From an optimization exercise on the open Yosys and OpenROAD flow, aimed at small area; shortcuts taken in it are not production practice. Where RTL was checked, it was by simulation tests only, not by an equivalence proof against the original. For run 2, only the layout was checked, not whether the RTL still works. Power figures rest on the tool's default switching activity, not on a simulated workload.

==> flow/design.v (outline; a module is shown in full before it is edited, if it fits) <==
// module fft_peak_detect: 851 lines
// module fpd_fa: 10 lines
// module fpd_ha: 9 lines
// module fpd_xn: 7 lines
// module fpd_or: 7 lines
// module fpd_xo: 7 lines
// module fpd_nr: 7 lines
module fft_peak_detect #(
    parameter int width   = 16,
    parameter int N_2     = 5,
    parameter int SKIP_DC = 1
) (
    input  logic                 clk,
    input  logic                 reset,
    input  logic                 in_valid,
    input  logic [2*width-1:0]   in_data,
    input  logic [2*width-1:0]   threshold,
    output logic                 busy,
    output logic                 result_valid,
    input  logic                 result_ack,
    output logic [N_2-1:0]       peak_idx,
    output logic [2*width-1:0]   peak_mag,
    output logic                 peak_found
);
  // ...
==> flow/flow/run.sh <==
#!/bin/bash
set -e
export BUFFER_PORTS_ARGS="-buffer_cell sky130_fd_sc_hd__buf_1"
export CTS_ARGS="-sink_clustering_enable -repair_clock_nets -dont_use_dummy_load -buf_list sky130_fd_sc_hd__clkbuf_4 -sink_clustering_size 8"
bash standard.sh > standard.log 2>&1
==> flow/standard.sh <==
#!/bin/bash
# synth_recipe.tcl (not shown) runs the flow's synth.tcl, then flattens the netlist and writes it again
# the make line also repeats each setting of config.mk as NAME=value (left out here)
make -C /OpenROAD-flow-scripts/flow DESIGN_CONFIG=/design/flow/config.mk WORK_HOME=/design/flow/orfs CLKGATE_MAP_FILE= SYNTH_SCRIPT=/design/flow/synth_recipe.tcl "${@:-finish}"
==> flow/config.mk <==
export PLATFORM = sky130hd
export DESIGN_NAME = fft_peak_detect
export DESIGN_NICKNAME = fft_peak_detect
export VERILOG_FILES = /design/flow/design.v
export SDC_FILE = /design/flow/constraint.sdc
export NUM_CORES = 4
export LEC_CHECK = 0
export CAP_MARGIN = 0
export CORE_MARGIN = 2
export CORE_UTILIZATION = 60
export SLEW_MARGIN = 0
export SYNTH_HIERARCHICAL = 1
==> flow/constraint.sdc <==
create_clock -name core_clock -period 8.0 [get_ports {clk}]
set_input_delay 1.6000 -clock core_clock [delete_from_list [all_inputs] [get_ports {clk}]]
set_output_delay 1.6000 -clock core_clock [all_outputs]
set_load 0.01 [all_outputs]
==> out/summary.md, run 1 <==
The flow ran to the end and the layout has no timing, DRC or antenna violations. Routability-driven placement finished with a final weighted congestion of 0.9036. Measured on the final layout, buffering overhead outside the clock network stands at 5.981%.

Entering global routing, the biggest net connects 37 pins. The library cells used most frequently in the layout, excluding fill and tap cells, are nand2_1 (236), fa_1 (211), buf_1 (106), inv_1 (83), nor2_1 (82). The power density normalized to cell area works out to 379.5 mW/mm2. STA classifies the critical path startpoint as a primary input.

The tools report the maximum resistive drop on vdd as 320.8 uV. The logs give 0 ns for the sum of negative setup slack and 156 uW for the reported clock group power. The synthesized design devotes to its leading area cell type 42.53% of total area. The well-tap cell count is 220. The synthesized netlist devotes 6.867% of its cell area to compound gates. The later pin in the worst-skew pair is clocked with a latency of 0.41 ns. For the switching power summed over all nets, the log shows 1933 uW. The number of antenna violations at the first check in global routing is 1. The logs give 804 for the number of multi-input logic gates and 0.4971 ns for the minimum setup slack after placement. The area share of and/or/nand/nor cells after synthesis was 16.57%; the first-pass iteration count of the detailed router was 5. When the netlist entered floorplanning its net count stood at 1,301. The depth of the worst register-to-register path is 8.

The fraction of power consumed by sequential logic is 16.8%, and the synthesized area per cell is 9.921 um2. Launch point of the critical path: in_data[27]. The power dissipated in combinational cells came out at 3250 uW. In this run the most used layer during global routing was met2. The wire length on met3 is 1617 um.

The number of buffers and inverters on the critical path was 1.
==> module fft_peak_detect, before the edit <==
module fft_peak_detect #(
    parameter int width   = 16,
    parameter int N_2     = 5,
    parameter int SKIP_DC = 1
) (
    input  logic                 clk,
    input  logic                 reset,
    input  logic                 in_valid,
    input  logic [2*width-1:0]   in_data,
    input  logic [2*width-1:0]   threshold,
    output logic                 busy,
    output logic                 result_valid,
    input  logic                 result_ack,
    output logic [N_2-1:0]       peak_idx,
    output logic [2*width-1:0]   peak_mag,
    output logic                 peak_found
);
    localparam int PW = 2 * width;
    logic [5:0]            r_pos;
    logic                  w_hold;
    logic [width-1:0]      w_re;
    logic [width-1:0]      w_im;
    logic [PW-1:0]         w_mag;
    logic [PW-1:0]         r_mag;       
    logic                  r_vld;       
    logic [3:0]            w_idx;       
    logic                  w_first;
    logic [PW:0]           w_gt;        
    logic                  w_upd;
    logic [PW-1:0]         r_max_mag;
    logic [3:0]            r_max_idx;
    logic [PW:0]           w_fnd;       
    logic                  r_found;
    assign w_hold = r_pos[5] & r_pos[1];
    always_ff @(posedge clk) begin
        if (!reset) begin
            r_pos <= '0;
        end else if (!r_pos[5]) begin
            r_pos <= r_pos + {5'd0, in_valid};
        end else if (!r_pos[1]) begin
            r_pos <= r_pos + 6'd1;
        end else if (result_ack) begin
            r_pos <= '0;
        end
    end
    assign busy         = (r_pos != '0) & !w_hold;
    assign result_valid = w_hold;
    assign w_re = in_data[PW-1:width];
    assign w_im = in_data[width-1:0];
    logic p1, p2, p3, p4, p5, p6, p7, p8, p9, p10, p11, p12;
    logic p13, p14, p15, p16, p17, p18, p19, p20, p21, p22, p23, p24;
    logic p25, p26, p27, p28, p29, p30, p31, p32, p33, p34, p35, p36;
    logic p37, p38, p39, p40, p41, p42, p43, p44, p45, p46, p47, p48;
    logic p49, p50, p51, p52, p53, p54, p55, p56, p57, p58, p59, p60;
    logic p61, p62, p63, p64, p65, p66, p67, p68, p69, p70, p71, p72;
    logic p73, p74, p75, p76, p77, p78, p79, p80, p81, p82, p83, p84;
    logic p85, p86, p87, p88, p89, p90, p91, p92, p93, p94, p95, p96;
    logic p97, p98, p99, p100, p101, p102, p103, p104, p105, p106, p107, p108;
    logic p109, p110, p111, p112, p113, p114, p115, p116, p117, p118, p119, p120;
    logic p121, p122, p123, p124, p125, p126, p127, p128, p129, p130, p131, p132;
    logic p133, p134, p135, p136, p137, p138, p139, p140, p141, p142, p143, p144;
    logic p145, p146, p147, p148, p149, p150, p151, p152, p153, p154, p155, p156;
    logic p157, p158, p159, p160, p161, p162, p163, p164, p165, p166, p167, p168;
    logic p169, p170, p171, p172, p173, p174, p175, p176, p177, p178, p179, p180;
    logic p181, p182, p183, p184, p185, p186, p187, p188, p189, p190, p191, p192;
    logic p193, p194, p195, p196, p197, p198, p199, p200, p201, p202, p203, p204;
    logic p205, p206, p207, p208, p209, p210, p211, p212, p213, p214, p215, p216;
    logic p217, p218, p219, p220, p221, p222, p223, p224, p225, p226, p227, p228;
    logic p229, p230, p231, p232, p233, p234, p235, p236, p237, p238, p239, p240;
    logic p241, p242, p243, p244, p245, p246, p247, p248, p249, p250, p251, p252;
    logic p253, p254, p255, p256, p257, p258, p259, p260, p261, p262, p263, p264;
    logic p265, p266, p267, p268, p269, p270, p271, p272, s273, c274, s275, c276;
    logic s277, c278, s279, c280, s281, c282, s283, c284, s285, c286, s287, c288;
    logic s289, c290, s291, c292, s293, c294, s295, c296, s297, c298, s299, c300;
    logic s301, c302, s303, c304, s305, c306, s307, c308, s309, c310, s311, c312;
    logic s313, c314, s315, c316, s317, c318, s319, c320, s321, c322, s323, c324;
    logic s325, c326, s327, c328, s329, c330, s331, c332, s333, c334, s335, c336;
    logic s337, c338, s339, c340, s341, c342, s343, c344, s345, c346, s347, c348;
    logic s349, c350, s351, c352, s353, c354, s355, c356, s357, c358, s359, c360;
    logic s361, c362, s363, c364, s365, c366, s367, c368, s369, c370, s371, c372;
    logic s373, c374, s375, c376, s377, c378, s379, c380, s381, c382, s383, c384;
    logic s385, c386, s387, c388, s389, c390, s391, c392, s393, c394, s395, c396;
    logic s397, c398, s399, c400, s401, c402, s403, c404, s405, c406, s407, c408;
    logic s409, c410, s411, c412, s413, c414, s415, c416, s417, c418, s419, c420;
    logic s421, c422, s423, c424, s425, c426, s427, c428, s429, c430, s431, c432;
    logic s433, c434, s435, c436, s437, c438, s439, c440, s441, c442, s443, c444;
    logic s445, c446, s447, c448, s449, c450, s451, c452, s453, c454, s455, c456;
    logic s457, c458, s459, c460, s461, c462, s463, c464, s465, c466, s467, c468;
    logic s469, c470, s471, c472, s473, c474, s475, c476, s477, c478, s479, c480;
    logic s481, c482, s483, c484, s485, c486, s487, c488, s489, c490, s491, c492;
    logic s493, c494, s495, c496, s497, c498, s499, c500, s501, c502, s503, c504;
    logic s505, c506, s507, c508, s509, c510, s511, c512, s513, c514, s515, c516;
    logic s517, c518, s519, c520, s521, c522, s523, c524, s525, c526, s527, c528;
    logic s529, c530, s531, c532, s533, c534, s535, c536, s537, c538, s539, c540;
    logic s541, c542, s543, c544, s545, c546, s547, c548, s549, c550, s551, c552;
    logic s553, c554, s555, c556, s557, c558, s559, c560, s561, c562, s563, c564;
    logic s565, c566, s567, c568, s569, c570, s571, c572, s573, c574, s575, c576;
    logic s577, c578, s579, c580, s581, c582, s583, c584, s585, c586, s587, c588;
    logic s589, c590, s591, c592, s593, c594, s595, c596, s597, c598, s599, c600;
    logic s601, c602, s603, c604, s605, c606, s607, c608, s609, c610, s611, c612;
    logic s613, c614, s615, c616, s617, c618, s619, c620, s621, c622, s623, c624;
    logic s625, c626, s627, c628, s629, c630, s631, c632, s633, c634, s635, c636;
    logic s637, c638, s639, c640, s641, c642, s643, c644, s645, c646, s647, c648;
    logic s649, c650, s651, c652, s653, c654, s655, c656, s657, c658, s659, c660;
    logic s661, c662, s663, c664, s665, c666, s667, c668, s669, c670, s671, c672;
    logic s673, c674, s675, c676, s677, c678, s679, c680, s681, c682, s683, c684;
    logic s685, c686, s687, c688, s689, c690, s691, c692, s693, c694, s695, c696;
    logic s697, c698, s699, c700, s701, c702, s703, c704, s705, c706, s707, c708;
    logic s709, c710, s711, c712, s713, c714, s715, c716, s717, c718, s719, c720;
    logic s721, c722, s723, c724, s725, c726, s727, c728, s729, c730, t731, g732;
    logic t733, g734, t735, g736, t737, g738, t739, g740, t741, g742, t743, g744;
    logic t745, g746, t747, g748, t749, g750, t751, g752, t753, g754, t755, g756;
    logic t757, g758, t759, g760, t761, g762, t763, g764, t765, g766, t767, g768;
    logic t769, g770, t771, g772, t773, g774, t775, g776, t777, g778, t779, g780;
    logic t781, g782, t783, g784, t785, g786, c787, g788, g789, q790, g791, q792;
    logic g793, q794, g795, q796, g797, q798, g799, q800, g801, q802, g803, q804;
    logic g805, q806, g807, q808, g809, q810, g811, q812, g813, q814, g815, q816;
    logic g817, q818, g819, q820, g821, q822, g823, q824, g825, q826, g827, q828;
    logic g829, q830, g831, q832, g833, q834, g835, q836, g837, q838, g839, q840;
    logic g841, q842, g843, q844, g845, q846, g847, q848, g849, q850, g851, q852;
    logic g853, q854, g855, q856, g857, q858, g859, q860, g861, q862, g863, q864;
    logic g865, q866, g867, q868, g869, q870, g871, q872, g873, q874, g875, q876;
    logic g877, q878, g879, q880, g881, q882, g883, q884, m885, m886, m887, m888;
    logic m889, m890, m891, m892, m893, m894, m895, m896, m897, m898, m899, m900;
    logic m901, m902, m903, m904, m905, m906, m907, m908, m909, m910, m911, m912;
    assign p1 = ~(w_re[0] & w_re[1]);
    assign p2 = ~(w_re[0] & w_re[2]);
    assign p3 = ~(w_re[0] & w_re[3]);
    assign p4 = ~(w_re[0] & w_re[4]);
    assign p5 = ~(w_re[0] & w_re[5]);
    assign p6 = ~(w_re[0] & w_re[6]);
    assign p7 = ~(w_re[0] & w_re[7]);
    assign p8 = ~(w_re[0] & w_re[8]);
    assign p9 = ~(w_re[0] & w_re[9]);
    assign p10 = ~(w_re[0] & w_re[10]);
    assign p11 = ~(w_re[0] & w_re[11]);
    assign p12 = ~(w_re[0] & w_re[12]);
    assign p13 = ~(w_re[0] & w_re[13]);
    assign p14 = ~(w_re[0] & w_re[14]);
    assign p15 = ~(w_re[1] & w_re[2]);
    assign p16 = ~(w_re[1] & w_re[3]);
    assign p17 = ~(w_re[1] & w_re[4]);
    assign p18 = ~(w_re[1] & w_re[5]);
    assign p19 = ~(w_re[1] & w_re[6]);
    assign p20 = ~(w_re[1] & w_re[7]);
    assign p21 = ~(w_re[1] & w_re[8]);
    assign p22 = ~(w_re[1] & w_re[9]);
    assign p23 = ~(w_re[1] & w_re[10]);
    assign p24 = ~(w_re[1] & w_re[11]);
    assign p25 = ~(w_re[1] & w_re[12]);
    assign p26 = ~(w_re[1] & w_re[13]);
    assign p27 = ~(w_re[1] & w_re[14]);
    assign p28 = ~(w_re[2] & w_re[3]);
    assign p29 = ~(w_re[2] & w_re[4]);
    assign p30 = ~(w_re[2] & w_re[5]);
    assign p31 = ~(w_re[2] & w_re[6]);
    assign p32 = ~(w_re[2] & w_re[7]);
    assign p33 = ~(w_re[2] & w_re[8]);
    assign p34 = ~(w_re[2] & w_re[9]);
    assign p35 = ~(w_re[2] & w_re[10]);
    assign p36 = ~(w_re[2] & w_re[11]);
    assign p37 = ~(w_re[2] & w_re[12]);
    assign p38 = ~(w_re[2] & w_re[13]);
    assign p39 = ~(w_re[2] & w_re[14]);
    assign p40 = ~(w_re[3] & w_re[4]);
    assign p41 = ~(w_re[3] & w_re[5]);
    assign p42 = ~(w_re[3] & w_re[6]);
    assign p43 = ~(w_re[3] & w_re[7]);
    assign p44 = ~(w_re[3] & w_re[8]);
    assign p45 = ~(w_re[3] & w_re[9]);
    assign p46 = ~(w_re[3] & w_re[10]);
    assign p47 = ~(w_re[3] & w_re[11]);
    assign p48 = ~(w_re[3] & w_re[12]);
    assign p49 = ~(w_re[3] & w_re[13]);
    assign p50 = ~(w_re[3] & w_re[14]);
    assign p51 = ~(w_re[4] & w_re[5]);
    assign p52 = ~(w_re[4] & w_re[6]);
    assign p53 = ~(w_re[4] & w_re[7]);
    assign p54 = ~(w_re[4] & w_re[8]);
    assign p55 = ~(w_re[4] & w_re[9]);
    assign p56 = ~(w_re[4] & w_re[10]);
    assign p57 = ~(w_re[4] & w_re[11]);
    assign p58 = ~(w_re[4] & w_re[12]);
    assign p59 = ~(w_re[4] & w_re[13]);
    assign p60 = ~(w_re[4] & w_re[14]);
    assign p61 = ~(w_re[5] & w_re[6]);
    assign p62 = ~(w_re[5] & w_re[7]);
    assign p63 = ~(w_re[5] & w_re[8]);
    assign p64 = ~(w_re[5] & w_re[9]);
    assign p65 = ~(w_re[5] & w_re[10]);
    assign p66 = ~(w_re[5] & w_re[11]);
    assign p67 = ~(w_re[5] & w_re[12]);
    assign p68 = ~(w_re[5] & w_re[13]);
    assign p69 = ~(w_re[5] & w_re[14]);
    assign p70 = ~(w_re[6] & w_re[7]);
    assign p71 = ~(w_re[6] & w_re[8]);
    assign p72 = ~(w_re[6] & w_re[9]);
    assign p73 = ~(w_re[6] & w_re[10]);
    assign p74 = ~(w_re[6] & w_re[11]);
    assign p75 = ~(w_re[6] & w_re[12]);
    assign p76 = ~(w_re[6] & w_re[13]);
    assign p77 = ~(w_re[6] & w_re[14]);
    assign p78 = ~(w_re[7] & w_re[8]);
    assign p79 = ~(w_re[7] & w_re[9]);
    assign p80 = ~(w_re[7] & w_re[10]);
    assign p81 = ~(w_re[7] & w_re[11]);
    assign p82 = ~(w_re[7] & w_re[12]);
    assign p83 = ~(w_re[7] & w_re[13]);
    assign p84 = ~(w_re[7] & w_re[14]);
    assign p85 = ~(w_re[8] & w_re[9]);
    assign p86 = ~(w_re[8] & w_re[10]);
    assign p87 = ~(w_re[8] & w_re[11]);
    assign p88 = ~(w_re[8] & w_re[12]);
    assign p89 = ~(w_re[8] & w_re[13]);
    assign p90 = ~(w_re[8] & w_re[14]);
    assign p91 = ~(w_re[9] & w_re[10]);
    assign p92 = ~(w_re[9] & w_re[11]);
    assign p93 = ~(w_re[9] & w_re[12]);
    assign p94 = ~(w_re[9] & w_re[13]);
    assign p95 = ~(w_re[9] & w_re[14]);
    assign p96 = ~(w_re[10] & w_re[11]);
    assign p97 = ~(w_re[10] & w_re[12]);
    assign p98 = ~(w_re[10] & w_re[13]);
    assign p99 = ~(w_re[10] & w_re[14]);
    assign p100 = ~(w_re[11] & w_re[12]);
    assign p101 = ~(w_re[11] & w_re[13]);
    assign p102 = ~(w_re[11] & w_re[14]);
    assign p103 = ~(w_re[12] & w_re[13]);
    assign p104 = ~(w_re[12] & w_re[14]);
    assign p105 = ~(w_re[13] & w_re[14]);
    assign p106 = ~w_re[0];
    assign p107 = ~w_re[1];
    assign p108 = ~w_re[2];
    assign p109 = ~w_re[3];
    assign p110 = ~w_re[4];
    assign p111 = ~w_re[5];
    assign p112 = ~w_re[6];
    assign p113 = ~w_re[7];
    assign p114 = ~w_re[8];
    assign p115 = ~w_re[9];
    assign p116 = ~w_re[10];
    assign p117 = ~w_re[11];
    assign p118 = ~w_re[12];
    assign p119 = ~w_re[13];
    assign p120 = ~w_re[14];
    assign p121 = (w_re[15] & w_re[0]);
    assign p122 = (w_re[15] & w_re[1]);
    assign p123 = (w_re[15] & w_re[2]);
    assign p124 = (w_re[15] & w_re[3]);
    assign p125 = (w_re[15] & w_re[4]);
    assign p126 = (w_re[15] & w_re[5]);
    assign p127 = (w_re[15] & w_re[6]);
    assign p128 = (w_re[15] & w_re[7]);
    assign p129 = (w_re[15] & w_re[8]);
    assign p130 = (w_re[15] & w_re[9]);
    assign p131 = (w_re[15] & w_re[10]);
    assign p132 = (w_re[15] & w_re[11]);
    assign p133 = (w_re[15] & w_re[12]);
    assign p134 = (w_re[15] & w_re[13]);
    assign p135 = (w_re[15] & w_re[14]);
    assign p136 = ~w_re[15];
    assign p137 = ~(w_im[0] & w_im[1]);
    assign p138 = ~(w_im[0] & w_im[2]);
    assign p139 = ~(w_im[0] & w_im[3]);
    assign p140 = ~(w_im[0] & w_im[4]);
    assign p141 = ~(w_im[0] & w_im[5]);
    assign p142 = ~(w_im[0] & w_im[6]);
    assign p143 = ~(w_im[0] & w_im[7]);
    assign p144 = ~(w_im[0] & w_im[8]);
    assign p145 = ~(w_im[0] & w_im[9]);
    assign p146 = ~(w_im[0] & w_im[10]);
    assign p147 = ~(w_im[0] & w_im[11]);
    assign p148 = ~(w_im[0] & w_im[12]);
    assign p149 = ~(w_im[0] & w_im[13]);
    assign p150 = ~(w_im[0] & w_im[14]);
    assign p151 = ~(w_im[1] & w_im[2]);
    assign p152 = ~(w_im[1] & w_im[3]);
    assign p153 = ~(w_im[1] & w_im[4]);
    assign p154 = ~(w_im[1] & w_im[5]);
    assign p155 = ~(w_im[1] & w_im[6]);
    assign p156 = ~(w_im[1] & w_im[7]);
    assign p157 = ~(w_im[1] & w_im[8]);
    assign p158 = ~(w_im[1] & w_im[9]);
    assign p159 = ~(w_im[1] & w_im[10]);
    assign p160 = ~(w_im[1] & w_im[11]);
    assign p161 = ~(w_im[1] & w_im[12]);
    assign p162 = ~(w_im[1] & w_im[13]);
    assign p163 = ~(w_im[1] & w_im[14]);
    assign p164 = ~(w_im[2] & w_im[3]);
    assign p165 = ~(w_im[2] & w_im[4]);
    assign p166 = ~(w_im[2] & w_im[5]);
    assign p167 = ~(w_im[2] & w_im[6]);
    assign p168 = ~(w_im[2] & w_im[7]);
    assign p169 = ~(w_im[2] & w_im[8]);
    assign p170 = ~(w_im[2] & w_im[9]);
    assign p171 = ~(w_im[2] & w_im[10]);
    assign p172 = ~(w_im[2] & w_im[11]);
    assign p173 = ~(w_im[2] & w_im[12]);
    assign p174 = ~(w_im[2] & w_im[13]);
    assign p175 = ~(w_im[2] & w_im[14]);
    assign p176 = ~(w_im[3] & w_im[4]);
    assign p177 = ~(w_im[3] & w_im[5]);
    assign p178 = ~(w_im[3] & w_im[6]);
    assign p179 = ~(w_im[3] & w_im[7]);
    assign p180 = ~(w_im[3] & w_im[8]);
    assign p181 = ~(w_im[3] & w_im[9]);
    assign p182 = ~(w_im[3] & w_im[10]);
    assign p183 = ~(w_im[3] & w_im[11]);
    assign p184 = ~(w_im[3] & w_im[12]);
    assign p185 = ~(w_im[3] & w_im[13]);
    assign p186 = ~(w_im[3] & w_im[14]);
    assign p187 = ~(w_im[4] & w_im[5]);
    assign p188 = ~(w_im[4] & w_im[6]);
    assign p189 = ~(w_im[4] & w_im[7]);
    assign p190 = ~(w_im[4] & w_im[8]);
    assign p191 = ~(w_im[4] & w_im[9]);
    assign p192 = ~(w_im[4] & w_im[10]);
    assign p193 = ~(w_im[4] & w_im[11]);
    assign p194 = ~(w_im[4] & w_im[12]);
    assign p195 = ~(w_im[4] & w_im[13]);
    assign p196 = ~(w_im[4] & w_im[14]);
    assign p197 = ~(w_im[5] & w_im[6]);
    assign p198 = ~(w_im[5] & w_im[7]);
    assign p199 = ~(w_im[5] & w_im[8]);
    assign p200 = ~(w_im[5] & w_im[9]);
    assign p201 = ~(w_im[5] & w_im[10]);
    assign p202 = ~(w_im[5] & w_im[11]);
    assign p203 = ~(w_im[5] & w_im[12]);
    assign p204 = ~(w_im[5] & w_im[13]);
    assign p205 = ~(w_im[5] & w_im[14]);
    assign p206 = ~(w_im[6] & w_im[7]);
    assign p207 = ~(w_im[6] & w_im[8]);
    assign p208 = ~(w_im[6] & w_im[9]);
    assign p209 = ~(w_im[6] & w_im[10]);
    assign p210 = ~(w_im[6] & w_im[11]);
    assign p211 = ~(w_im[6] & w_im[12]);
    assign p212 = ~(w_im[6] & w_im[13]);
    assign p213 = ~(w_im[6] & w_im[14]);
    assign p214 = ~(w_im[7] & w_im[8]);
    assign p215 = ~(w_im[7] & w_im[9]);
    assign p216 = ~(w_im[7] & w_im[10]);
    assign p217 = ~(w_im[7] & w_im[11]);
    assign p218 = ~(w_im[7] & w_im[12]);
    assign p219 = ~(w_im[7] & w_im[13]);
    assign p220 = ~(w_im[7] & w_im[14]);
    assign p221 = ~(w_im[8] & w_im[9]);
    assign p222 = ~(w_im[8] & w_im[10]);
    assign p223 = ~(w_im[8] & w_im[11]);
    assign p224 = ~(w_im[8] & w_im[12]);
    assign p225 = ~(w_im[8] & w_im[13]);
    assign p226 = ~(w_im[8] & w_im[14]);
    assign p227 = ~(w_im[9] & w_im[10]);
    assign p228 = ~(w_im[9] & w_im[11]);
    assign p229 = ~(w_im[9] & w_im[12]);
    assign p230 = ~(w_im[9] & w_im[13]);
    assign p231 = ~(w_im[9] & w_im[14]);
    assign p232 = ~(w_im[10] & w_im[11]);
    assign p233 = ~(w_im[10] & w_im[12]);
    assign p234 = ~(w_im[10] & w_im[13]);
    assign p235 = ~(w_im[10] & w_im[14]);
    assign p236 = ~(w_im[11] & w_im[12]);
    assign p237 = ~(w_im[11] & w_im[13]);
    assign p238 = ~(w_im[11] & w_im[14]);
    assign p239 = ~(w_im[12] & w_im[13]);
    assign p240 = ~(w_im[12] & w_im[14]);
    assign p241 = ~(w_im[13] & w_im[14]);
    assign p242 = ~w_im[0];
    assign p243 = ~w_im[1];
    assign p244 = ~w_im[2];
    assign p245 = ~w_im[3];
    assign p246 = ~w_im[4];
    assign p247 = ~w_im[5];
    assign p248 = ~w_im[6];
    assign p249 = ~w_im[7];
    assign p250 = ~w_im[8];
    assign p251 = ~w_im[9];
    assign p252 = ~w_im[10];
    assign p253 = ~w_im[11];
    assign p254 = ~w_im[12];
    assign p255 = ~w_im[13];
    assign p256 = ~w_im[14];
    assign p257 = (w_im[15] & w_im[0]);
    assign p258 = (w_im[15] & w_im[1]);
    assign p259 = (w_im[15] & w_im[2]);
    assign p260 = (w_im[15] & w_im[3]);
    assign p261 = (w_im[15] & w_im[4]);
    assign p262 = (w_im[15] & w_im[5]);
    assign p263 = (w_im[15] & w_im[6]);
    assign p264 = (w_im[15] & w_im[7]);
    assign p265 = (w_im[15] & w_im[8]);
    assign p266 = (w_im[15] & w_im[9]);
    assign p267 = (w_im[15] & w_im[10]);
    assign p268 = (w_im[15] & w_im[11]);
    assign p269 = (w_im[15] & w_im[12]);
    assign p270 = (w_im[15] & w_im[13]);
    assign p271 = (w_im[15] & w_im[14]);
    assign p272 = ~w_im[15];
    fpd_xn u_s273 (.a(p11), .b(p23), .y(s273));
    fpd_or u_c274 (.a(p11), .b(p23), .y(c274));
    fpd_fa u_s275 (.a(p13), .b(p25), .c(p36), .s(s275), .co(c276));
    fpd_xn u_s277 (.a(p46), .b(p55), .y(s277));
    fpd_or u_c278 (.a(p46), .b(p55), .y(c278));
    fpd_fa u_s279 (.a(p14), .b(p26), .c(p37), .s(s279), .co(c280));
    fpd_xn u_s281 (.a(p47), .b(p56), .y(s281));
    fpd_or u_c282 (.a(p47), .b(p56), .y(c282));
    fpd_fa u_s283 (.a(p27), .b(p38), .c(p48), .s(s283), .co(c284));
    fpd_fa u_s285 (.a(p57), .b(p65), .c(p72), .s(s285), .co(c286));
    fpd_fa u_s287 (.a(p78), .b(p114), .c(p121), .s(s287), .co(c288));
    fpd_xn u_s289 (.a(p163), .b(p174), .y(s289));
    fpd_or u_c290 (.a(p163), .b(p174), .y(c290));
    fpd_fa u_s291 (.a(p39), .b(p49), .c(p58), .s(s291), .co(c292));
    fpd_fa u_s293 (.a(p66), .b(p73), .c(p79), .s(s293), .co(c294));
    fpd_fa u_s295 (.a(p122), .b(p175), .c(p185), .s(s295), .co(c296));
    fpd_fa u_s297 (.a(p50), .b(p59), .c(p67), .s(s297), .co(c298));
    fpd_fa u_s299 (.a(p74), .b(p80), .c(p85), .s(s299), .co(c300));
    fpd_fa u_s301 (.a(p115), .b(p123), .c(p186), .s(s301), .co(c302));
    fpd_fa u_s303 (.a(p60), .b(p68), .c(p75), .s(s303), .co(c304));
    fpd_fa u_s305 (.a(p69), .b(p76), .c(p82), .s(s305), .co(c306));
    fpd_xn u_s307 (.a(p7), .b(p19), .y(s307));
    fpd_or u_c308 (.a(p7), .b(p19), .y(c308));
    fpd_fa u_s309 (.a(p9), .b(p21), .c(p32), .s(s309), .co(c310));
    fpd_xn u_s311 (.a(p42), .b(p51), .y(s311));
    fpd_or u_c312 (.a(p42), .b(p51), .y(c312));
    fpd_fa u_s313 (.a(p10), .b(p22), .c(p33), .s(s313), .co(c314));
    fpd_xn u_s315 (.a(p43), .b(p52), .y(s315));
    fpd_or u_c316 (.a(p43), .b(p52), .y(c316));
    fpd_fa u_s317 (.a(s273), .b(p34), .c(p44), .s(s317), .co(c318));
    fpd_fa u_s319 (.a(p53), .b(p61), .c(p112), .s(s319), .co(c320));
    fpd_fa u_s321 (.a(p147), .b(p159), .c(p170), .s(s321), .co(c322));
    fpd_fa u_s323 (.a(c274), .b(p12), .c(p24), .s(s323), .co(c324));
    fpd_fa u_s325 (.a(p35), .b(p45), .c(p54), .s(s325), .co(c326));
    fpd_fa u_s327 (.a(p62), .b(p148), .c(p160), .s(s327), .co(c328));
    fpd_xn u_s329 (.a(p171), .b(p181), .y(s329));
    fpd_or u_c330 (.a(p171), .b(p181), .y(c330));
    fpd_fa u_s331 (.a(s275), .b(s277), .c(p63), .s(s331), .co(c332));
    fpd_fa u_s333 (.a(p70), .b(p113), .c(p149), .s(s333), .co(c334));
    fpd_fa u_s335 (.a(p161), .b(p172), .c(p182), .s(s335), .co(c336));
    fpd_fa u_s337 (.a(p191), .b(p199), .c(p206), .s(s337), .co(c338));
    fpd_fa u_s339 (.a(c276), .b(c278), .c(s279), .s(s339), .co(c340));
    fpd_fa u_s341 (.a(s281), .b(p64), .c(p71), .s(s341), .co(c342));
    fpd_fa u_s343 (.a(p150), .b(p162), .c(p173), .s(s343), .co(c344));
    fpd_fa u_s345 (.a(p183), .b(p192), .c(p200), .s(s345), .co(c346));
    fpd_fa u_s347 (.a(c280), .b(c282), .c(s283), .s(s347), .co(c348));
    fpd_fa u_s349 (.a(s285), .b(s287), .c(s289), .s(s349), .co(c350));
    fpd_fa u_s351 (.a(p184), .b(p193), .c(p201), .s(s351), .co(c352));
    fpd_fa u_s353 (.a(p208), .b(p214), .c(p250), .s(s353), .co(c354));
    fpd_fa u_s355 (.a(c284), .b(c286), .c(c288), .s(s355), .co(c356));
    fpd_fa u_s357 (.a(c290), .b(s291), .c(s293), .s(s357), .co(c358));
    fpd_fa u_s359 (.a(s295), .b(p194), .c(p202), .s(s359), .co(c360));
    fpd_fa u_s361 (.a(p209), .b(p215), .c(p258), .s(s361), .co(c362));
    fpd_fa u_s363 (.a(c292), .b(c294), .c(c296), .s(s363), .co(c364));
    fpd_fa u_s365 (.a(s297), .b(s299), .c(s301), .s(s365), .co(c366));
    fpd_fa u_s367 (.a(p195), .b(p203), .c(p210), .s(s367), .co(c368));
    fpd_fa u_s369 (.a(p216), .b(p221), .c(p251), .s(s369), .co(c370));
    fpd_fa u_s371 (.a(c298), .b(c300), .c(c302), .s(s371), .co(c372));
    fpd_fa u_s373 (.a(s303), .b(p81), .c(p86), .s(s373), .co(c374));
    fpd_fa u_s375 (.a(p124), .b(p196), .c(p204), .s(s375), .co(c376));
    fpd_fa u_s377 (.a(p211), .b(p217), .c(p222), .s(s377), .co(c378));
    fpd_fa u_s379 (.a(c304), .b(s305), .c(p87), .s(s379), .co(c380));
    fpd_fa u_s381 (.a(p91), .b(p116), .c(p125), .s(s381), .co(c382));
    fpd_fa u_s383 (.a(p205), .b(p212), .c(p218), .s(s383), .co(c384));
    fpd_fa u_s385 (.a(p223), .b(p227), .c(p252), .s(s385), .co(c386));
    fpd_fa u_s387 (.a(c306), .b(p77), .c(p83), .s(s387), .co(c388));
    fpd_fa u_s389 (.a(p88), .b(p92), .c(p126), .s(s389), .co(c390));
    fpd_fa u_s391 (.a(p213), .b(p219), .c(p224), .s(s391), .co(c392));
    fpd_fa u_s393 (.a(p84), .b(p89), .c(p93), .s(s393), .co(c394));
    fpd_fa u_s395 (.a(p96), .b(p117), .c(p127), .s(s395), .co(c396));
    fpd_fa u_s397 (.a(p220), .b(p225), .c(p229), .s(s397), .co(c398));
    fpd_fa u_s399 (.a(p90), .b(p94), .c(p97), .s(s399), .co(c400));
    fpd_fa u_s401 (.a(p95), .b(p98), .c(p100), .s(s401), .co(c402));
    fpd_fa u_s403 (.a(p5), .b(p17), .c(p28), .s(s403), .co(c404));
    fpd_xn u_s405 (.a(p6), .b(p18), .y(s405));
    fpd_or u_c406 (.a(p6), .b(p18), .y(c406));
    fpd_fa u_s407 (.a(s307), .b(p30), .c(p40), .s(s407), .co(c408));
    fpd_fa u_s409 (.a(p110), .b(p143), .c(p155), .s(s409), .co(c410));
    fpd_fa u_s411 (.a(c308), .b(p8), .c(p20), .s(s411), .co(c412));
    fpd_fa u_s413 (.a(p31), .b(p41), .c(p144), .s(s413), .co(c414));
    fpd_xn u_s415 (.a(p156), .b(p167), .y(s415));
    fpd_or u_c416 (.a(p156), .b(p167), .y(c416));
    fpd_fa u_s417 (.a(s309), .b(s311), .c(p111), .s(s417), .co(c418));
    fpd_fa u_s419 (.a(p145), .b(p157), .c(p168), .s(s419), .co(c420));
    fpd_fa u_s421 (.a(p178), .b(p187), .c(p247), .s(s421), .co(c422));
    fpd_fa u_s423 (.a(c310), .b(c312), .c(s313), .s(s423), .co(c424));
    fpd_fa u_s425 (.a(s315), .b(p146), .c(p158), .s(s425), .co(c426));
    fpd_fa u_s427 (.a(p169), .b(p179), .c(p188), .s(s427), .co(c428));
    fpd_fa u_s429 (.a(c314), .b(c316), .c(s317), .s(s429), .co(c430));
    fpd_fa u_s431 (.a(s319), .b(s321), .c(p180), .s(s431), .co(c432));
    fpd_fa u_s433 (.a(p189), .b(p197), .c(p248), .s(s433), .co(c434));
    fpd_fa u_s435 (.a(c318), .b(c320), .c(c322), .s(s435), .co(c436));
    fpd_fa u_s437 (.a(s323), .b(s325), .c(s327), .s(s437), .co(c438));
    fpd_fa u_s439 (.a(s329), .b(p190), .c(p198), .s(s439), .co(c440));
    fpd_fa u_s441 (.a(c324), .b(c326), .c(c328), .s(s441), .co(c442));
    fpd_fa u_s443 (.a(c330), .b(s331), .c(s333), .s(s443), .co(c444));
    fpd_fa u_s445 (.a(s335), .b(s337), .c(p249), .s(s445), .co(c446));
    fpd_fa u_s447 (.a(c332), .b(c334), .c(c336), .s(s447), .co(c448));
    fpd_fa u_s449 (.a(c338), .b(s339), .c(s341), .s(s449), .co(c450));
    fpd_fa u_s451 (.a(s343), .b(s345), .c(p207), .s(s451), .co(c452));
    fpd_fa u_s453 (.a(c340), .b(c342), .c(c344), .s(s453), .co(c454));
    fpd_fa u_s455 (.a(c346), .b(s347), .c(s349), .s(s455), .co(c456));
    fpd_fa u_s457 (.a(s351), .b(s353), .c(p257), .s(s457), .co(c458));
    fpd_fa u_s459 (.a(c348), .b(c350), .c(c352), .s(s459), .co(c460));
    fpd_fa u_s461 (.a(c354), .b(s355), .c(s357), .s(s461), .co(c462));
    fpd_ha u_s463 (.a(s359), .b(s361), .s(s463), .co(c464));
    fpd_fa u_s465 (.a(c356), .b(c358), .c(c360), .s(s465), .co(c466));
    fpd_fa u_s467 (.a(c362), .b(s363), .c(s365), .s(s467), .co(c468));
    fpd_fa u_s469 (.a(s367), .b(s369), .c(p259), .s(s469), .co(c470));
    fpd_fa u_s471 (.a(c364), .b(c366), .c(c368), .s(s471), .co(c472));
    fpd_fa u_s473 (.a(c370), .b(s371), .c(s373), .s(s473), .co(c474));
    fpd_fa u_s475 (.a(s375), .b(s377), .c(p260), .s(s475), .co(c476));
    fpd_fa u_s477 (.a(c372), .b(c374), .c(c376), .s(s477), .co(c478));
    fpd_fa u_s479 (.a(c378), .b(s379), .c(s381), .s(s479), .co(c480));
    fpd_fa u_s481 (.a(s383), .b(s385), .c(p261), .s(s481), .co(c482));
    fpd_fa u_s483 (.a(c380), .b(c382), .c(c384), .s(s483), .co(c484));
    fpd_fa u_s485 (.a(c386), .b(s387), .c(s389), .s(s485), .co(c486));
    fpd_fa u_s487 (.a(s391), .b(p228), .c(p262), .s(s487), .co(c488));
    fpd_fa u_s489 (.a(c388), .b(c390), .c(c392), .s(s489), .co(c490));
    fpd_fa u_s491 (.a(s393), .b(s395), .c(s397), .s(s491), .co(c492));
    fpd_fa u_s493 (.a(p232), .b(p253), .c(p263), .s(s493), .co(c494));
    fpd_fa u_s495 (.a(c394), .b(c396), .c(c398), .s(s495), .co(c496));
    fpd_fa u_s497 (.a(s399), .b(p128), .c(p226), .s(s497), .co(c498));
    fpd_fa u_s499 (.a(p230), .b(p233), .c(p264), .s(s499), .co(c500));
    fpd_fa u_s501 (.a(c400), .b(s401), .c(p118), .s(s501), .co(c502));
    fpd_fa u_s503 (.a(p129), .b(p231), .c(p234), .s(s503), .co(c504));
    fpd_fa u_s505 (.a(p236), .b(p254), .c(p265), .s(s505), .co(c506));
    fpd_fa u_s507 (.a(c402), .b(p99), .c(p101), .s(s507), .co(c508));
    fpd_fa u_s509 (.a(p130), .b(p235), .c(p237), .s(s509), .co(c510));
    fpd_fa u_s511 (.a(p102), .b(p103), .c(p119), .s(s511), .co(c512));
    fpd_fa u_s513 (.a(p131), .b(p238), .c(p239), .s(s513), .co(c514));
    fpd_fa u_s515 (.a(p3), .b(p15), .c(p108), .s(s515), .co(c516));
    fpd_xn u_s517 (.a(p4), .b(p16), .y(s517));
    fpd_or u_c518 (.a(p4), .b(p16), .y(c518));
    fpd_fa u_s519 (.a(s403), .b(p109), .c(p141), .s(s519), .co(c520));
    fpd_xn u_s521 (.a(p153), .b(p164), .y(s521));
    fpd_or u_c522 (.a(p153), .b(p164), .y(c522));
    fpd_fa u_s523 (.a(c404), .b(s405), .c(p29), .s(s523), .co(c524));
    fpd_fa u_s525 (.a(p142), .b(p154), .c(p165), .s(s525), .co(c526));
    fpd_fa u_s527 (.a(c406), .b(s407), .c(s409), .s(s527), .co(c528));
    fpd_fa u_s529 (.a(p166), .b(p176), .c(p246), .s(s529), .co(c530));
    fpd_fa u_s531 (.a(c408), .b(c410), .c(s411), .s(s531), .co(c532));
    fpd_fa u_s533 (.a(s413), .b(s415), .c(p177), .s(s533), .co(c534));
    fpd_fa u_s535 (.a(c412), .b(c414), .c(c416), .s(s535), .co(c536));
    fpd_fa u_s537 (.a(s417), .b(s419), .c(s421), .s(s537), .co(c538));
    fpd_fa u_s539 (.a(c418), .b(c420), .c(c422), .s(s539), .co(c540));
    fpd_fa u_s541 (.a(s423), .b(s425), .c(s427), .s(s541), .co(c542));
    fpd_fa u_s543 (.a(c424), .b(c426), .c(c428), .s(s543), .co(c544));
    fpd_fa u_s545 (.a(s429), .b(s431), .c(s433), .s(s545), .co(c546));
    fpd_fa u_s547 (.a(c430), .b(c432), .c(c434), .s(s547), .co(c548));
    fpd_fa u_s549 (.a(s435), .b(s437), .c(s439), .s(s549), .co(c550));
    fpd_fa u_s551 (.a(c436), .b(c438), .c(c440), .s(s551), .co(c552));
    fpd_fa u_s553 (.a(s441), .b(s443), .c(s445), .s(s553), .co(c554));
    fpd_fa u_s555 (.a(c442), .b(c444), .c(c446), .s(s555), .co(c556));
    fpd_fa u_s557 (.a(s447), .b(s449), .c(s451), .s(s557), .co(c558));
    fpd_fa u_s559 (.a(c448), .b(c450), .c(c452), .s(s559), .co(c560));
    fpd_fa u_s561 (.a(s453), .b(s455), .c(s457), .s(s561), .co(c562));
    fpd_fa u_s563 (.a(c454), .b(c456), .c(c458), .s(s563), .co(c564));
    fpd_fa u_s565 (.a(s459), .b(s461), .c(s463), .s(s565), .co(c566));
    fpd_fa u_s567 (.a(c460), .b(c462), .c(c464), .s(s567), .co(c568));
    fpd_fa u_s569 (.a(s465), .b(s467), .c(s469), .s(s569), .co(c570));
    fpd_fa u_s571 (.a(c466), .b(c468), .c(c470), .s(s571), .co(c572));
    fpd_fa u_s573 (.a(s471), .b(s473), .c(s475), .s(s573), .co(c574));
    fpd_fa u_s575 (.a(c472), .b(c474), .c(c476), .s(s575), .co(c576));
    fpd_fa u_s577 (.a(s477), .b(s479), .c(s481), .s(s577), .co(c578));
    fpd_fa u_s579 (.a(c478), .b(c480), .c(c482), .s(s579), .co(c580));
    fpd_fa u_s581 (.a(s483), .b(s485), .c(s487), .s(s581), .co(c582));
    fpd_fa u_s583 (.a(c484), .b(c486), .c(c488), .s(s583), .co(c584));
    fpd_fa u_s585 (.a(s489), .b(s491), .c(s493), .s(s585), .co(c586));
    fpd_fa u_s587 (.a(c490), .b(c492), .c(c494), .s(s587), .co(c588));
    fpd_fa u_s589 (.a(s495), .b(s497), .c(s499), .s(s589), .co(c590));
    fpd_fa u_s591 (.a(c496), .b(c498), .c(c500), .s(s591), .co(c592));
    fpd_fa u_s593 (.a(s501), .b(s503), .c(s505), .s(s593), .co(c594));
    fpd_fa u_s595 (.a(c502), .b(c504), .c(c506), .s(s595), .co(c596));
    fpd_fa u_s597 (.a(s507), .b(s509), .c(p266), .s(s597), .co(c598));
    fpd_fa u_s599 (.a(c508), .b(c510), .c(s511), .s(s599), .co(c600));
    fpd_fa u_s601 (.a(s513), .b(p255), .c(p267), .s(s601), .co(c602));
    fpd_fa u_s603 (.a(c512), .b(c514), .c(p104), .s(s603), .co(c604));
    fpd_fa u_s605 (.a(p132), .b(p240), .c(p268), .s(s605), .co(c606));
    fpd_fa u_s607 (.a(p105), .b(p120), .c(p133), .s(s607), .co(c608));
    fpd_fa u_s609 (.a(p241), .b(p256), .c(p269), .s(s609), .co(c610));
    fpd_xn u_s611 (.a(p1), .b(p107), .y(s611));
    fpd_or u_c612 (.a(p1), .b(p107), .y(c612));
    fpd_xn u_s613 (.a(s515), .b(p139), .y(s613));
    fpd_or u_c614 (.a(s515), .b(p139), .y(c614));
    fpd_fa u_s615 (.a(c516), .b(s517), .c(p140), .s(s615), .co(c616));
    fpd_fa u_s617 (.a(c518), .b(s519), .c(s521), .s(s617), .co(c618));
    fpd_fa u_s619 (.a(c520), .b(c522), .c(s523), .s(s619), .co(c620));
    fpd_fa u_s621 (.a(c524), .b(c526), .c(s527), .s(s621), .co(c622));
    fpd_fa u_s623 (.a(c528), .b(c530), .c(s531), .s(s623), .co(c624));
    fpd_fa u_s625 (.a(c532), .b(c534), .c(s535), .s(s625), .co(c626));
    fpd_fa u_s627 (.a(c536), .b(c538), .c(s539), .s(s627), .co(c628));
    fpd_fa u_s629 (.a(c540), .b(c542), .c(s543), .s(s629), .co(c630));
    fpd_fa u_s631 (.a(c544), .b(c546), .c(s547), .s(s631), .co(c632));
    fpd_fa u_s633 (.a(c548), .b(c550), .c(s551), .s(s633), .co(c634));
    fpd_fa u_s635 (.a(c552), .b(c554), .c(s555), .s(s635), .co(c636));
    fpd_fa u_s637 (.a(c556), .b(c558), .c(s559), .s(s637), .co(c638));
    fpd_fa u_s639 (.a(c560), .b(c562), .c(s563), .s(s639), .co(c640));
    fpd_fa u_s641 (.a(c564), .b(c566), .c(s567), .s(s641), .co(c642));
    fpd_fa u_s643 (.a(c568), .b(c570), .c(s571), .s(s643), .co(c644));
    fpd_fa u_s645 (.a(c572), .b(c574), .c(s575), .s(s645), .co(c646));
    fpd_fa u_s647 (.a(c576), .b(c578), .c(s579), .s(s647), .co(c648));
    fpd_fa u_s649 (.a(c580), .b(c582), .c(s583), .s(s649), .co(c650));
    fpd_fa u_s651 (.a(c584), .b(c586), .c(s587), .s(s651), .co(c652));
    fpd_fa u_s653 (.a(c588), .b(c590), .c(s591), .s(s653), .co(c654));
    fpd_fa u_s655 (.a(c592), .b(c594), .c(s595), .s(s655), .co(c656));
    fpd_fa u_s657 (.a(c596), .b(c598), .c(s599), .s(s657), .co(c658));
    fpd_fa u_s659 (.a(c600), .b(c602), .c(s603), .s(s659), .co(c660));
    fpd_fa u_s661 (.a(c604), .b(c606), .c(s607), .s(s661), .co(c662));
    fpd_fa u_s663 (.a(c608), .b(c610), .c(p134), .s(s663), .co(c664));
    fpd_fa u_s665 (.a(p135), .b(p136), .c(p271), .s(s665), .co(c666));
    fpd_xn u_s667 (.a(s611), .b(p137), .y(s667));
    fpd_or u_c668 (.a(s611), .b(p137), .y(c668));
    fpd_fa u_s669 (.a(c612), .b(p2), .c(p138), .s(s669), .co(c670));
    fpd_fa u_s671 (.a(s613), .b(p151), .c(p244), .s(s671), .co(c672));
    fpd_fa u_s673 (.a(c614), .b(s615), .c(p152), .s(s673), .co(c674));
    fpd_fa u_s675 (.a(c616), .b(s617), .c(p245), .s(s675), .co(c676));
    fpd_fa u_s677 (.a(c618), .b(s619), .c(s525), .s(s677), .co(c678));
    fpd_fa u_s679 (.a(c620), .b(s621), .c(s529), .s(s679), .co(c680));
    fpd_fa u_s681 (.a(c622), .b(s623), .c(s533), .s(s681), .co(c682));
    fpd_fa u_s683 (.a(c624), .b(s625), .c(s537), .s(s683), .co(c684));
    fpd_fa u_s685 (.a(c626), .b(s627), .c(s541), .s(s685), .co(c686));
    fpd_fa u_s687 (.a(c628), .b(s629), .c(s545), .s(s687), .co(c688));
    fpd_fa u_s689 (.a(c630), .b(s631), .c(s549), .s(s689), .co(c690));
    fpd_fa u_s691 (.a(c632), .b(s633), .c(s553), .s(s691), .co(c692));
    fpd_fa u_s693 (.a(c634), .b(s635), .c(s557), .s(s693), .co(c694));
    fpd_fa u_s695 (.a(c636), .b(s637), .c(s561), .s(s695), .co(c696));
    fpd_fa u_s697 (.a(c638), .b(s639), .c(s565), .s(s697), .co(c698));
    fpd_fa u_s699 (.a(c640), .b(s641), .c(s569), .s(s699), .co(c700));
    fpd_fa u_s701 (.a(c642), .b(s643), .c(s573), .s(s701), .co(c702));
    fpd_fa u_s703 (.a(c644), .b(s645), .c(s577), .s(s703), .co(c704));
    fpd_fa u_s705 (.a(c646), .b(s647), .c(s581), .s(s705), .co(c706));
    fpd_fa u_s707 (.a(c648), .b(s649), .c(s585), .s(s707), .co(c708));
    fpd_fa u_s709 (.a(c650), .b(s651), .c(s589), .s(s709), .co(c710));
    fpd_fa u_s711 (.a(c652), .b(s653), .c(s593), .s(s711), .co(c712));
    fpd_fa u_s713 (.a(c654), .b(s655), .c(s597), .s(s713), .co(c714));
    fpd_fa u_s715 (.a(c656), .b(s657), .c(s601), .s(s715), .co(c716));
    fpd_fa u_s717 (.a(c658), .b(s659), .c(s605), .s(s717), .co(c718));
    fpd_fa u_s719 (.a(c660), .b(s661), .c(s609), .s(s719), .co(c720));
    fpd_fa u_s721 (.a(c662), .b(s663), .c(p270), .s(s721), .co(c722));
    fpd_fa u_s723 (.a(c664), .b(s665), .c(p272), .s(s723), .co(c724));
    fpd_xn u_s725 (.a(p106), .b(p242), .y(s725));
    fpd_or u_c726 (.a(p106), .b(p242), .y(c726));
    fpd_xn u_s727 (.a(s667), .b(p243), .y(s727));
    fpd_or u_c728 (.a(s667), .b(p243), .y(c728));
    fpd_fa u_s729 (.a(c668), .b(s669), .c(c728), .s(s729), .co(c730));
    fpd_xo u_t731 (.a(c670), .b(s671), .y(t731));
    fpd_nr u_g732 (.a(c670), .b(s671), .y(g732));
    fpd_xo u_t733 (.a(c672), .b(s673), .y(t733));
    fpd_nr u_g734 (.a(c672), .b(s673), .y(g734));
    fpd_xo u_t735 (.a(c674), .b(s675), .y(t735));
    fpd_nr u_g736 (.a(c674), .b(s675), .y(g736));
    fpd_xo u_t737 (.a(c676), .b(s677), .y(t737));
    fpd_nr u_g738 (.a(c676), .b(s677), .y(g738));
    fpd_xo u_t739 (.a(c678), .b(s679), .y(t739));
    fpd_nr u_g740 (.a(c678), .b(s679), .y(g740));
    fpd_xo u_t741 (.a(c680), .b(s681), .y(t741));
    fpd_nr u_g742 (.a(c680), .b(s681), .y(g742));
    fpd_xo u_t743 (.a(c682), .b(s683), .y(t743));
    fpd_nr u_g744 (.a(c682), .b(s683), .y(g744));
    fpd_xo u_t745 (.a(c684), .b(s685), .y(t745));
    fpd_nr u_g746 (.a(c684), .b(s685), .y(g746));
    fpd_xo u_t747 (.a(c686), .b(s687), .y(t747));
    fpd_nr u_g748 (.a(c686), .b(s687), .y(g748));
    fpd_xo u_t749 (.a(c688), .b(s689), .y(t749));
    fpd_nr u_g750 (.a(c688), .b(s689), .y(g750));
    fpd_xo u_t751 (.a(c690), .b(s691), .y(t751));
    fpd_nr u_g752 (.a(c690), .b(s691), .y(g752));
    fpd_xo u_t753 (.a(c692), .b(s693), .y(t753));
    fpd_nr u_g754 (.a(c692), .b(s693), .y(g754));
    fpd_xo u_t755 (.a(c694), .b(s695), .y(t755));
    fpd_nr u_g756 (.a(c694), .b(s695), .y(g756));
    fpd_xo u_t757 (.a(c696), .b(s697), .y(t757));
    fpd_nr u_g758 (.a(c696), .b(s697), .y(g758));
    fpd_xo u_t759 (.a(c698), .b(s699), .y(t759));
    fpd_nr u_g760 (.a(c698), .b(s699), .y(g760));
    fpd_xo u_t761 (.a(c700), .b(s701), .y(t761));
    fpd_nr u_g762 (.a(c700), .b(s701), .y(g762));
    fpd_xo u_t763 (.a(c702), .b(s703), .y(t763));
    fpd_nr u_g764 (.a(c702), .b(s703), .y(g764));
    fpd_xo u_t765 (.a(c704), .b(s705), .y(t765));
    fpd_nr u_g766 (.a(c704), .b(s705), .y(g766));
    fpd_xo u_t767 (.a(c706), .b(s707), .y(t767));
    fpd_nr u_g768 (.a(c706), .b(s707), .y(g768));
    fpd_xo u_t769 (.a(c708), .b(s709), .y(t769));
    fpd_nr u_g770 (.a(c708), .b(s709), .y(g770));
    fpd_xo u_t771 (.a(c710), .b(s711), .y(t771));
    fpd_nr u_g772 (.a(c710), .b(s711), .y(g772));
    fpd_xo u_t773 (.a(c712), .b(s713), .y(t773));
    fpd_nr u_g774 (.a(c712), .b(s713), .y(g774));
    fpd_xo u_t775 (.a(c714), .b(s715), .y(t775));
    fpd_nr u_g776 (.a(c714), .b(s715), .y(g776));
    fpd_xo u_t777 (.a(c716), .b(s717), .y(t777));
    fpd_nr u_g778 (.a(c716), .b(s717), .y(g778));
    fpd_xo u_t779 (.a(c718), .b(s719), .y(t779));
    fpd_nr u_g780 (.a(c718), .b(s719), .y(g780));
    fpd_xo u_t781 (.a(c720), .b(s721), .y(t781));
    fpd_nr u_g782 (.a(c720), .b(s721), .y(g782));
    fpd_xo u_t783 (.a(c722), .b(s723), .y(t783));
    fpd_nr u_g784 (.a(c722), .b(s723), .y(g784));
    fpd_xo u_t785 (.a(c724), .b(c666), .y(t785));
    fpd_nr u_g786 (.a(c724), .b(c666), .y(g786));
    assign c787 = ~c730;
    assign g788 = g732 | (t731 & c787);
    assign g789 = g734 | (t733 & g788);
    assign q790 = t733 & t731;
    assign g791 = g738 | (t737 & g736);
    assign q792 = t737 & t735;
    assign g793 = g742 | (t741 & g740);
    assign q794 = t741 & t739;
    assign g795 = g746 | (t745 & g744);
    assign q796 = t745 & t743;
    assign g797 = g750 | (t749 & g748);
    assign q798 = t749 & t747;
    assign g799 = g754 | (t753 & g752);
    assign q800 = t753 & t751;
    assign g801 = g758 | (t757 & g756);
    assign q802 = t757 & t755;
    assign g803 = g762 | (t761 & g760);
    assign q804 = t761 & t759;
    assign g805 = g766 | (t765 & g764);
    assign q806 = t765 & t763;
    assign g807 = g770 | (t769 & g768);
    assign q808 = t769 & t767;
    assign g809 = g774 | (t773 & g772);
    assign q810 = t773 & t771;
    assign g811 = g778 | (t777 & g776);
    assign q812 = t777 & t775;
    assign g813 = g782 | (t781 & g780);
    assign q814 = t781 & t779;
    assign g815 = g786 | (t785 & g784);
    assign q816 = t785 & t783;
    assign g817 = g791 | (q792 & g789);
    assign q818 = q792 & q790;
    assign g819 = g795 | (q796 & g793);
    assign q820 = q796 & q794;
    assign g821 = g799 | (q800 & g797);
    assign q822 = q800 & q798;
    assign g823 = g803 | (q804 & g801);
    assign q824 = q804 & q802;
    assign g825 = g807 | (q808 & g805);
    assign q826 = q808 & q806;
    assign g827 = g811 | (q812 & g809);
    assign q828 = q812 & q810;
    assign g829 = g815 | (q816 & g813);
    assign q830 = q816 & q814;
    assign g831 = g819 | (q820 & g817);
    assign q832 = q820 & q818;
    assign g833 = g823 | (q824 & g821);
    assign q834 = q824 & q822;
    assign g835 = g827 | (q828 & g825);
    assign q836 = q828 & q826;
    assign g837 = g833 | (q834 & g831);
    assign q838 = q834 & q832;
    assign g839 = g835 | (q836 & g837);
    assign q840 = q836 & q838;
    assign g841 = g821 | (q822 & g831);
    assign q842 = q822 & q832;
    assign g843 = g825 | (q826 & g837);
    assign q844 = q826 & q838;
    assign g845 = g829 | (q830 & g839);
    assign q846 = q830 & q840;
    assign g847 = g793 | (q794 & g817);
    assign q848 = q794 & q818;
    assign g849 = g797 | (q798 & g831);
    assign q850 = q798 & q832;
    assign g851 = g801 | (q802 & g841);
    assign q852 = q802 & q842;
    assign g853 = g805 | (q806 & g837);
    assign q854 = q806 & q838;
    assign g855 = g809 | (q810 & g843);
    assign q856 = q810 & q844;
    assign g857 = g813 | (q814 & g839);
    assign q858 = q814 & q840;
    assign g859 = g736 | (t735 & g789);
    assign q860 = t735 & q790;
    assign g861 = g740 | (t739 & g817);
    assign q862 = t739 & q818;
    assign g863 = g744 | (t743 & g847);
    assign q864 = t743 & q848;
    assign g865 = g748 | (t747 & g831);
    assign q866 = t747 & q832;
    assign g867 = g752 | (t751 & g849);
    assign q868 = t751 & q850;
    assign g869 = g756 | (t755 & g841);
    assign q870 = t755 & q842;
    assign g871 = g760 | (t759 & g851);
    assign q872 = t759 & q852;
    assign g873 = g764 | (t763 & g837);
    assign q874 = t763 & q838;
    assign g875 = g768 | (t767 & g853);
    assign q876 = t767 & q854;
    assign g877 = g772 | (t771 & g843);
    assign q878 = t771 & q844;
    assign g879 = g776 | (t775 & g855);
    assign q880 = t775 & q856;
    assign g881 = g780 | (t779 & g839);
    assign q882 = t779 & q840;
    assign g883 = g784 | (t783 & g857);
    assign q884 = t783 & q858;
    assign m885 = t731 ^ c787;
    assign m886 = t733 ^ g788;
    assign m887 = t735 ^ g789;
    assign m888 = t737 ^ g859;
    assign m889 = t739 ^ g817;
    assign m890 = t741 ^ g861;
    assign m891 = t743 ^ g847;
    assign m892 = t745 ^ g863;
    assign m893 = t747 ^ g831;
    assign m894 = t749 ^ g865;
    assign m895 = t751 ^ g849;
    assign m896 = t753 ^ g867;
    assign m897 = t755 ^ g841;
    assign m898 = t757 ^ g869;
    assign m899 = t759 ^ g851;
    assign m900 = t761 ^ g871;
    assign m901 = t763 ^ g837;
    assign m902 = t765 ^ g873;
    assign m903 = t767 ^ g853;
    assign m904 = t769 ^ g875;
    assign m905 = t771 ^ g843;
    assign m906 = t773 ^ g877;
    assign m907 = t775 ^ g855;
    assign m908 = t777 ^ g879;
    assign m909 = t779 ^ g839;
    assign m910 = t781 ^ g881;
    assign m911 = t783 ^ g857;
    assign m912 = t785 ^ g883;
    assign w_mag = {m912, m911, m910, m909, m908, m907, m906, m905, m904, m903, m902, m901, m900, m899, m898, m897, m896, m895, m894, m893, m892, m891, m890, m889, m888, m887, m886, m885, ~s729, ~s727, ~c726, ~s725};
    always_ff @(posedge clk) begin
        r_mag <= w_mag;
        r_vld <= reset && in_valid && (r_pos[5:4] == 2'd0) && (r_pos[3:0] != 4'd0);
    end
    assign w_idx   = r_pos[3:0] - 4'd1;
    assign w_first = (r_pos[3:0] == 4'd2);
    assign w_gt[0]  = 1'b0;
    assign w_fnd[0] = 1'b0;
    for (genvar i = 0; i < PW; i++) begin : g_cmp
        assign w_gt[i+1]  = (r_mag[i] & ~r_max_mag[i]) | ((r_mag[i] | ~r_max_mag[i]) & w_gt[i]);
        assign w_fnd[i+1] = (r_max_mag[i] & ~threshold[i]) |
                            ((r_max_mag[i] | ~threshold[i]) & w_fnd[i]);
    end
    assign w_upd = r_vld && (w_first || w_gt[PW]);
    always_ff @(posedge clk) begin
        if (w_upd) begin
            r_max_mag <= r_mag;
            r_max_idx <= w_idx;
        end
        r_found <= w_fnd[PW];
    end
    assign peak_mag   = r_max_mag;
    assign peak_idx   = {1'b0, r_max_idx};
    assign peak_found = r_found;
endmodule
==> inputs of run 2 (changes only) <==
--- a/flow/design.v
+++ b/flow/design.v
@@ -30,5 +30,5 @@
     logic [PW-1:0]         r_max_mag;
     logic [3:0]            r_max_idx;
-    logic [PW:0]           w_fnd;       
+    logic                  w_sel;       
     logic                  r_found;
     assign w_hold = r_pos[5] & r_pos[1];
@@ -825,16 +825,14 @@
     assign m912 = t785 ^ g883;
     assign w_mag = {m912, m911, m910, m909, m908, m907, m906, m905, m904, m903, m902, m901, m900, m899, m898, m897, m896, m895, m894, m893, m892, m891, m890, m889, m888, m887, m886, m885, ~s729, ~s727, ~c726, ~s725};
+    assign w_sel = in_valid && (r_pos[5:4] == 2'd0) && (r_pos[3:0] != 4'd0);
     always_ff @(posedge clk) begin
-        r_mag <= w_mag;
-        r_vld <= reset && in_valid && (r_pos[5:4] == 2'd0) && (r_pos[3:0] != 4'd0);
+        r_mag <= w_sel ? w_mag : threshold;
+        r_vld <= reset && w_sel;
     end
     assign w_idx   = r_pos[3:0] - 4'd1;
     assign w_first = (r_pos[3:0] == 4'd2);
-    assign w_gt[0]  = 1'b0;
-    assign w_fnd[0] = 1'b0;
+    assign w_gt[0] = !r_vld;
     for (genvar i = 0; i < PW; i++) begin : g_cmp
-        assign w_gt[i+1]  = (r_mag[i] & ~r_max_mag[i]) | ((r_mag[i] | ~r_max_mag[i]) & w_gt[i]);
-        assign w_fnd[i+1] = (r_max_mag[i] & ~threshold[i]) |
-                            ((r_max_mag[i] | ~threshold[i]) & w_fnd[i]);
+        assign w_gt[i+1] = (r_mag[i] & ~r_max_mag[i]) | ((r_mag[i] | ~r_max_mag[i]) & w_gt[i]);
     end
     assign w_upd = r_vld && (w_first || w_gt[PW]);
@@ -844,5 +842,5 @@
             r_max_idx <= w_idx;
         end
-        r_found <= w_fnd[PW];
+        r_found <= !w_gt[PW];
     end
     assign peak_mag   = r_max_mag;
==> flow/flow/run.sh (replaced) <==
#!/bin/bash
set -e
export BUFFER_PORTS_ARGS="-buffer_cell sky130_fd_sc_hd__buf_1"
export CTS_ARGS="-sink_clustering_enable -repair_clock_nets -dont_use_dummy_load -buf_list sky130_fd_sc_hd__clkbuf_8 -sink_clustering_size 20"
bash standard.sh > standard.log 2>&1
--- a/flow/config.mk
+++ b/flow/config.mk
@@ -9,4 +9,5 @@
 export CORE_MARGIN = 2
 export CORE_UTILIZATION = 60
+export GPL_TIMING_DRIVEN = 0
 export SLEW_MARGIN = 0
 export SYNTH_HIERARCHICAL = 1
==> out/summary.md, run 2 <==
The tightest slew margin relative to the limit was 35.73%; the floorplan row count was 46. For the worst setup path, the data arrival time is 7.42 ns. In the synthesized netlist the async set-or-reset flop fraction comes to 0%.

The remaining global-route overflow was 0; the fraction of final layout cells with drive strength greater than 1 was 3.523%. The critical path starts at in_data[19]. The tools report the clock latency on the worst-skew pair as 0.35 ns (-0.06 ns). The logs give 4287 uW for the overall power consumption and 2 for the buffer levels on the longest clock path.

The tools report the overall via count from detail_route as 7,131. On the critical path, the stage with the largest delay is an instance of fa_1. The non-filler instance count after layout came out at 1,323. The tools report the number of antenna violations at the first check in global routing as 0 (-1). Top-area cell type share of the netlist area: 43.02% (+0.49 points). STA classifies the critical path startpoint as a primary input. The most used flip-flop cell after synthesis is dfxtp_1. After legalization and detailed placement, the total HPWL measured 20,440 um. The tools report the combined area of all synthesized cells as 0.009818 mm2. In the detailed route, the total length drawn on met2 is 10,820 um. The number of global-route vias before repair was 7,484; the first-pass iteration count of the detailed router was 5 (unchanged). In this run the tool buffered the top-level ports with 106 buffer cells. The die covers 0.01740 mm2.

Measured along the y axis, the die boundary spans 131.9 um. The flow ran to the end and the layout has no timing, DRC or antenna violations. For the worst hold margin, the log shows 0.4306 ns.

The power density normalized to cell area is 402.5 mW/mm2 (+6.1%). The tree is rooted in a clkbuf_8. In the final layout, the registers with the most flip-flops are r_mag x32, r_max_mag x32, r_pos x6.

The tightest min-delay check is of the reg2reg type. After detailed routing, the number of vias per cell comes to 5.390. Peak per-stage delay on the critical path: 0.56 ns. Counting flops and latches in the post-synthesis netlist gives 76.

The tools report the leakage power as 0.004051 uW. For the TritonCTS buffer count, the log shows 9. Counting tap cells, the placed design contains a total of 1,314 instances.

The count of routing violations after the opening detailed-route iteration was 532; the synthesized area per cell was 9.907 um2 (-0.14%). STA classifies the critical path endpoint as a flop. The post-route clock skew was 0.01734 ns. TritonCTS built the clock tree. The number of routed nets with antenna violations was 0; the number of flops mapped to enable cells by yosys was 36.

For this run, the number of Yosys warnings is 7. The H-tree depth is 3. For this design the top-level I/O count stands at 108.

Startpoint of the lowest-slack register-to-register path: r_max_mag[0]. The commonest cells after synthesis are nand2_1 (251), fa_1 (211), nor2_1 (90). Traced cell by cell, the critical path runs through buf_1 -> clkbuf_1 -> nand2_1 -> fa_1 -> fa_1 -> fa_1 -> fa_1 -> fa_1 -> fa_1 -> xor2_1 -> a21o_1 -> a21oi_1 -> nand4_1 -> a2bb2oi_2 -> nor3_1 -> o31ai_1 -> ha_1 -> nor2_1 -> xor2_1 -> o21ai_0. In this run, post-CTS hold repair placed 0 buffers.

The tools report the maximum number of pins on one net before global-route repair as 21 (-43%). For the number of endpoints with negative hold slack in the final report, the log shows 0. The number of max-slew violations in the final report was 0. The final critical path takes up 90.25% of the cycle. After clock tree synthesis, the setup repair step added 0 buffers. The classification of the worst setup path was in2reg. Yosys instantiated no cell more often than nand2_1.

In the layout the commonest cells are nand2_1 (251), fa_1 (211), buf_1 (108), nor2_1 (90), inv_1 (70). The clock-pin transition on the worst setup and hold timing paths is 0.07 ns. Once the floorplan was initialized, standard cells occupied 61.58% of the core. The core outline area was 0.01594 mm2; the highest clock frequency the design can meet was 0.1385 GHz. Clock tree synthesis found a total of 76 sinks.

Counting distinct cell types in the post-synthesis netlist gives 58. The final layout contains routed wiring with a total length of 23,460 um. The area growth from synthesis to final layout came out at 8.488%. The net count after synthesis is 1,291 (-0.77%). Yosys attributes the largest share of cell area to fa_1 (43%), edfxtp_1 (11%), nand2_1 (9.6%). The top cell type by total area after synthesis is fa_1. After detailed routing, no signal wire sits above met4. The synthesized instance count came out at 991. After clock tree synthesis, the repair step resized 0 gates. For this block, wires on met1 add up to 10,610 um. At the pin with the least slew margin, the transition time is 0.9641 ns. Setup violations remaining at the end of the flow were counted as 0.

The final routed wire length divided by cell count is 17.73 um. The most common cell type on the critical path was fa_1. The highest net fanout along the worst path came out at 10. Commonest non-fill, non-tap cell in the layout: nand2_1.

In this run the most critical hold path is launched from r_mag[3]. The first global-routing pass estimated 38,630 um of wire. The die is 131.9 um wide.

The tools report the max capacitance violation total as 0. The worst-case register-to-register setup slack was 4.96 ns. Sum of negative setup slack: 0 ns (unchanged). The tools report the final estimated routing congestion in global placement as 0.9346 (+3.4%). Maximum resistive drop on vdd: 258.1 uV (-20%). The global-route usage over all layers came out at 28.54%. Post-route minimum period: 7.220 ns. The tools report the post-route DRC violation count as 0. The wire length on met3 was 1660 um (+2.7%); the required arrival time at the worst endpoint was 8.20 ns. The net count of the finished layout is 1,409. The share of synthesized area occupied by flip-flops and latches is 19.17%.

Setup repair after global routing left no endpoint under its margin. The total inserted antenna cells is 0.
-- run 2: worst max-delay path: cells and delay by family --
family | cells | cell delay [ns]
xor+xnor | 2 | 0.40
fa+ha+maj | 7 | 3.13
buf+inv | 2 | 0.77
compound gates | 5 | 0.83
simple gates | 4 | 0.65
-- run 2: cells by family after synthesis --
logic type	count (synthesis)	share of synthesized area (%)
and+or+nand+nor	394	16.36
adders and majority gates	238	46.34
buffers and inverters	109	4.218
AOI/OAI and AO/OA	96	6.589
DFF	76	19.17
xor gates and xnor gates	60	5.352
muxes	17	1.937
other	1	0.03819
-- run 2: routing by layer --
layer / global-route usage [%] / up-vias
li1: - / 3360
met1: 40.94 / 3505
met2: 45.60 / 253
met3: 5.498 / 13
met4: 6.763 / 0
met5: 0 / -
-- run 2: report_power, final --
part	switching, uW	leakage, uW	total [uW]	internal [uW]
logic	1970	0.00332	3480	1510
registers	62.3	0.000662	589	527
clock network	114	0.0000647	214	100
-- run 2: final cells by class --
type / count / area (um2)
inverters: 70 / 262.8
plain buffers: 39 / 151.4
multi-input cells: 806 / 7536
clock buffers: 9 / 123.9
repair buffers: 107 / 425.4
flip-flops and latches: 76 / 1882
fillers: 1375 / 5291
well taps: 216 / 270.3
-- run 2: Yosys stat by module (local to each module, per instance) --
module / cells / flops+latches / area [um2]
fft_peak_detect: 690 / 76 / 4980
fpd_nr: 1 / 0 / 3.754
fpd_xo: 1 / 0 / 8.758
fpd_xn: 1 / 0 / 8.758
fpd_or: 1 / 0 / 6.256
fpd_fa: 1 / 0 / 20.02
fpd_ha: 1 / 0 / 12.51
-- run 2: final timing paths --
check / endpoint / cells after the start
worst min register to register: r_max_mag[3] / 0
worst min-delay path: r_max_mag[3] / 0
worst max register to register: r_max_mag[8] / 7
worst max-delay path: r_mag[31] / 20
-- run 2: through the flow --
| stage | setup WS [ns] | instance area [um2] | util (%) |
|---|---|---|---|
| final | 0.7799 | 10650 | 66.81 |
| after global routing | 0.4332 | 10650 | 66.81 |
| after CTS | 0.7653 | 10650 | 66.81 |
| after detailed placement | 0.3983 | 10530 | 66.03 |
| after global placement | 0.4151 | 10490 | 65.77 |
| after floorplan | 1.226 | 9818 | - |

Setup slack of run 2, layout unchanged: 0.780 ns with ideal ports, 0.788 ns with driving cells assumed (clock clkbuf_16, inputs buf_2), 0.419 ns with port delays also shifted by the 0.369 ns mid clock arrival.
